This design comes from an exercise in tuning for small area and a short achievable clock period on the open sky130 flow, not from production work. Function was checked by simulation only, so behaviour that the tests miss may differ from the original. Power is estimated from default activity; no workload was simulated.

Setup of PW:
==> flow/design.v <==
module dmem_256x8 (
  input  logic       clk,
  input  logic       reset,
  input  logic [7:0] data_a,
  input  logic       mem_read,
  input  logic       mem_write,
  input  logic [7:0] data_b,
  output logic [7:0] data_out
);
  logic [7:0]  mem_core [0:255];
  logic [15:0] valid;
  logic [7:0]  a_n;
  logic [3:0]  pa, pb, pc, pd;
  logic [15:0] lo_n, hv_n, vr;
  logic [255:0] rwl;
  for (genvar k = 0; k < 8; k++) begin : g_inv
    dmem_inv u (.a(data_a[k]), .y(a_n[k]));
  end
  for (genvar q = 0; q < 4; q++) begin : g_pair
    dmem_nor2 u_a (.a(q[0] ? a_n[0] : data_a[0]), .b(q[1] ? a_n[1] : data_a[1]), .y(pa[q]));
    dmem_nor2 u_b (.a(q[0] ? a_n[2] : data_a[2]), .b(q[1] ? a_n[3] : data_a[3]), .y(pb[q]));
    dmem_nor2 u_c (.a(q[0] ? a_n[4] : data_a[4]), .b(q[1] ? a_n[5] : data_a[5]), .y(pc[q]));
    dmem_nor2 u_d (.a(q[0] ? a_n[6] : data_a[6]), .b(q[1] ? a_n[7] : data_a[7]), .y(pd[q]));
  end
  always_comb begin
    for (int j = 0; j < 16; j++) vr[j] = valid[j] & mem_read;
  end
  for (genvar j = 0; j < 16; j++) begin : g_pre
    dmem_nand2 u_lo (.a(pa[j % 4]), .b(pb[j / 4]), .y(lo_n[j]));
    dmem_nand3 u_hv (.a(pc[j % 4]), .b(pd[j / 4]), .c(vr[j]), .y(hv_n[j]));
  end
  for (genvar i = 0; i < 256; i++) begin : g_rwl
    dmem_nor2 u (.a(hv_n[i / 16]), .b(lo_n[i % 16]), .y(rwl[i]));
  end
  logic [15:0] lw_n, hw_n;
  for (genvar j = 0; j < 16; j++) begin : g_wpre
    dmem_nand2 u_lw (.a(pa[j % 4]), .b(pb[j / 4]), .y(lw_n[j]));
    dmem_nand3 u_hw (.a(pc[j % 4]), .b(pd[j / 4]), .c(mem_write), .y(hw_n[j]));
  end
  logic [7:0] db_n;
  logic [7:0] wbus [0:15];
  for (genvar b = 0; b < 8; b++) begin : g_db
    dmem_inv u (.a(data_b[b]), .y(db_n[b]));
  end
  for (genvar p = 0; p < 16; p++) begin : g_wbus
    for (genvar b = 0; b < 8; b++) begin : g_b
      dmem_nor2 u (.a(lw_n[p]), .b(db_n[b]), .y(wbus[p][b]));
    end
  end
  logic [255:0] we;
  always_comb begin
    for (int i = 0; i < 256; i++)
      we[i] = ~((lw_n[i % 16] & valid[i / 16]) | hw_n[i / 16]);
  end
  always_ff @(posedge clk) begin
    for (int i = 0; i < 256; i++)
      if (we[i]) mem_core[i] <= wbus[i % 16];
  end
  always_ff @(posedge clk or negedge reset) begin
    if (!reset)
      valid <= '0;
    else
      valid <= valid | ~hw_n;
  end
  logic [7:0] rd_word;
  always_comb begin
    rd_word = '0;
    for (int i = 0; i < 256; i++)
      rd_word = rd_word | ({8{rwl[i]}} & mem_core[i]);
  end
  assign data_out = rd_word;
endmodule
module dmem_inv (
  input  logic a,
  output logic y
);
  assign y = ~a;
endmodule
module dmem_nand2 (
  input  logic a,
  input  logic b,
  output logic y
);
  assign y = ~(a & b);
endmodule
module dmem_nand3 (
  input  logic a,
  input  logic b,
  input  logic c,
  output logic y
);
  assign y = ~(a & b & c);
endmodule
module dmem_nor2 (
  input  logic a,
  input  logic b,
  output logic y
);
  assign y = ~(a | b);
endmodule
export LEC_CHECK = 0
export ABC_AREA = 1
export CAP_MARGIN = 20
export CORE_MARGIN = 2
export CORE_UTILIZATION = 65
export SETUP_SLACK_MARGIN = 5
export SLEW_MARGIN = 20
create_clock -name core_clock -period 12.0 [get_ports {clk}]
standard.sh (not shown) runs the stock make flow with config.mk's settings and CLKGATE_MAP_FILE= SYNTH_SCRIPT=/design/flow/synth_recipe.tcl, a recipe that flattens the netlist after the stock synthesis.
==> flow/flow/run.sh <==
#!/bin/bash
set -euo pipefail
export SYNTH_KEEP_MODULES="dmem_inv dmem_nand2 dmem_nand3 dmem_nor2"
export REMOVE_ABC_BUFFERS=1
export CTS_ARGS="-sink_clustering_enable -repair_clock_nets -dont_use_dummy_load -sink_clustering_size 20 -sink_clustering_max_diameter 80 -buf_list sky130_fd_sc_hd__clkbuf_16"
bash standard.sh synth > synth.log 2>&1
bash standard.sh > layout.log 2>&1
Input changes introduced in TR (baseline for comparison: PW):
--- a/flow/design.v
+++ b/flow/design.v
@@ -10,4 +10,31 @@
   logic [7:0]  mem_core [0:255];
   logic [15:0] valid;
+  logic [15:0] hi, lo;
+  always_comb begin
+    for (int j = 0; j < 16; j++) begin
+      hi[j] = (data_a[7:4] == 4'(j));
+      lo[j] = (data_a[3:0] == 4'(j));
+    end
+  end
+  logic [7:0] wbus [0:15];
+  always_comb begin
+    for (int p = 0; p < 16; p++)
+      wbus[p] = lo[p] ? data_b : 8'h00;
+  end
+  logic [255:0] we;
+  always_comb begin
+    for (int i = 0; i < 256; i++)
+      we[i] = mem_write & hi[i / 16] & (lo[i % 16] | ~valid[i / 16]);
+  end
+  always_ff @(posedge clk) begin
+    for (int i = 0; i < 256; i++)
+      if (we[i]) mem_core[i] <= wbus[i % 16];
+  end
+  always_ff @(posedge clk or negedge reset) begin
+    if (!reset)
+      valid <= '0;
+    else if (mem_write)
+      valid <= valid | hi;
+  end
   logic [7:0]  a_n;
   logic [3:0]  pa, pb, pc, pd;
@@ -32,34 +59,4 @@
   for (genvar i = 0; i < 256; i++) begin : g_rwl
     dmem_nor2 u (.a(hv_n[i / 16]), .b(lo_n[i % 16]), .y(rwl[i]));
-  end
-  logic [15:0] lw_n, hw_n;
-  for (genvar j = 0; j < 16; j++) begin : g_wpre
-    dmem_nand2 u_lw (.a(pa[j % 4]), .b(pb[j / 4]), .y(lw_n[j]));
-    dmem_nand3 u_hw (.a(pc[j % 4]), .b(pd[j / 4]), .c(mem_write), .y(hw_n[j]));
-  end
-  logic [7:0] db_n;
-  logic [7:0] wbus [0:15];
-  for (genvar b = 0; b < 8; b++) begin : g_db
-    dmem_inv u (.a(data_b[b]), .y(db_n[b]));
-  end
-  for (genvar p = 0; p < 16; p++) begin : g_wbus
-    for (genvar b = 0; b < 8; b++) begin : g_b
-      dmem_nor2 u (.a(lw_n[p]), .b(db_n[b]), .y(wbus[p][b]));
-    end
-  end
-  logic [255:0] we;
-  always_comb begin
-    for (int i = 0; i < 256; i++)
-      we[i] = ~((lw_n[i % 16] & valid[i / 16]) | hw_n[i / 16]);
-  end
-  always_ff @(posedge clk) begin
-    for (int i = 0; i < 256; i++)
-      if (we[i]) mem_core[i] <= wbus[i % 16];
-  end
-  always_ff @(posedge clk or negedge reset) begin
-    if (!reset)
-      valid <= '0;
-    else
-      valid <= valid | ~hw_n;
   end
   logic [7:0] rd_word;
==> comparison <==
TR reached the final stage; the timing, DRC and antenna checks on its layout passed. Status: arrival time at the worst endpoint parity (TR, PW). Compared to PW, TR leaves more free space in the core. Taking PW as the reference point, the area growth from synthesis to layout of TR falls by 0.57 points. Comparing PW with TR, the fmax came out essentially unchanged. [compare] base=PW new=TR: ratio of cells with drive above 1 in the final layout saw a decrease; number of nets in the layout saw an increase; filler cell count saw an increase; power saw an increase; full die area saw an increase. Status: ratio of final minimum period to clock period parity (PW, TR).

## static timing again, ports no longer ideal
The results above use ideal ports. As a check the final layouts listed here were re-extracted and re-timed, cells and wires unchanged. Step 1 (the two cells are an assumption about what drives the block):
set clk [get_ports {clk}]
set_driving_cell -lib_cell sky130_fd_sc_hd__clkbuf_16 $clk
set_driving_cell -lib_cell sky130_fd_sc_hd__buf_2 [delete_from_list [all_inputs] $clk]
Step 2, shift: input delay + t, output delay - t, t = (earliest + latest rising clock arrival at the registers) / 2. This alone moves slack from input paths to output paths. Three values: ideal, step 1, step 2; two values: the first two.
run | shift t [ns] | setup slack, ns | cell pins on the clock port's net
PW | 0.832 | 4.946 / 4.881 / 4.881 | 1
TR | 0.837 | 4.944 / 4.802 / 4.802 | 1
After both steps setup and hold are still met in every run listed. The setup slack of TR, which loses most, moves by -0.142 ns with the drivers and by -0.142 ns with both steps.
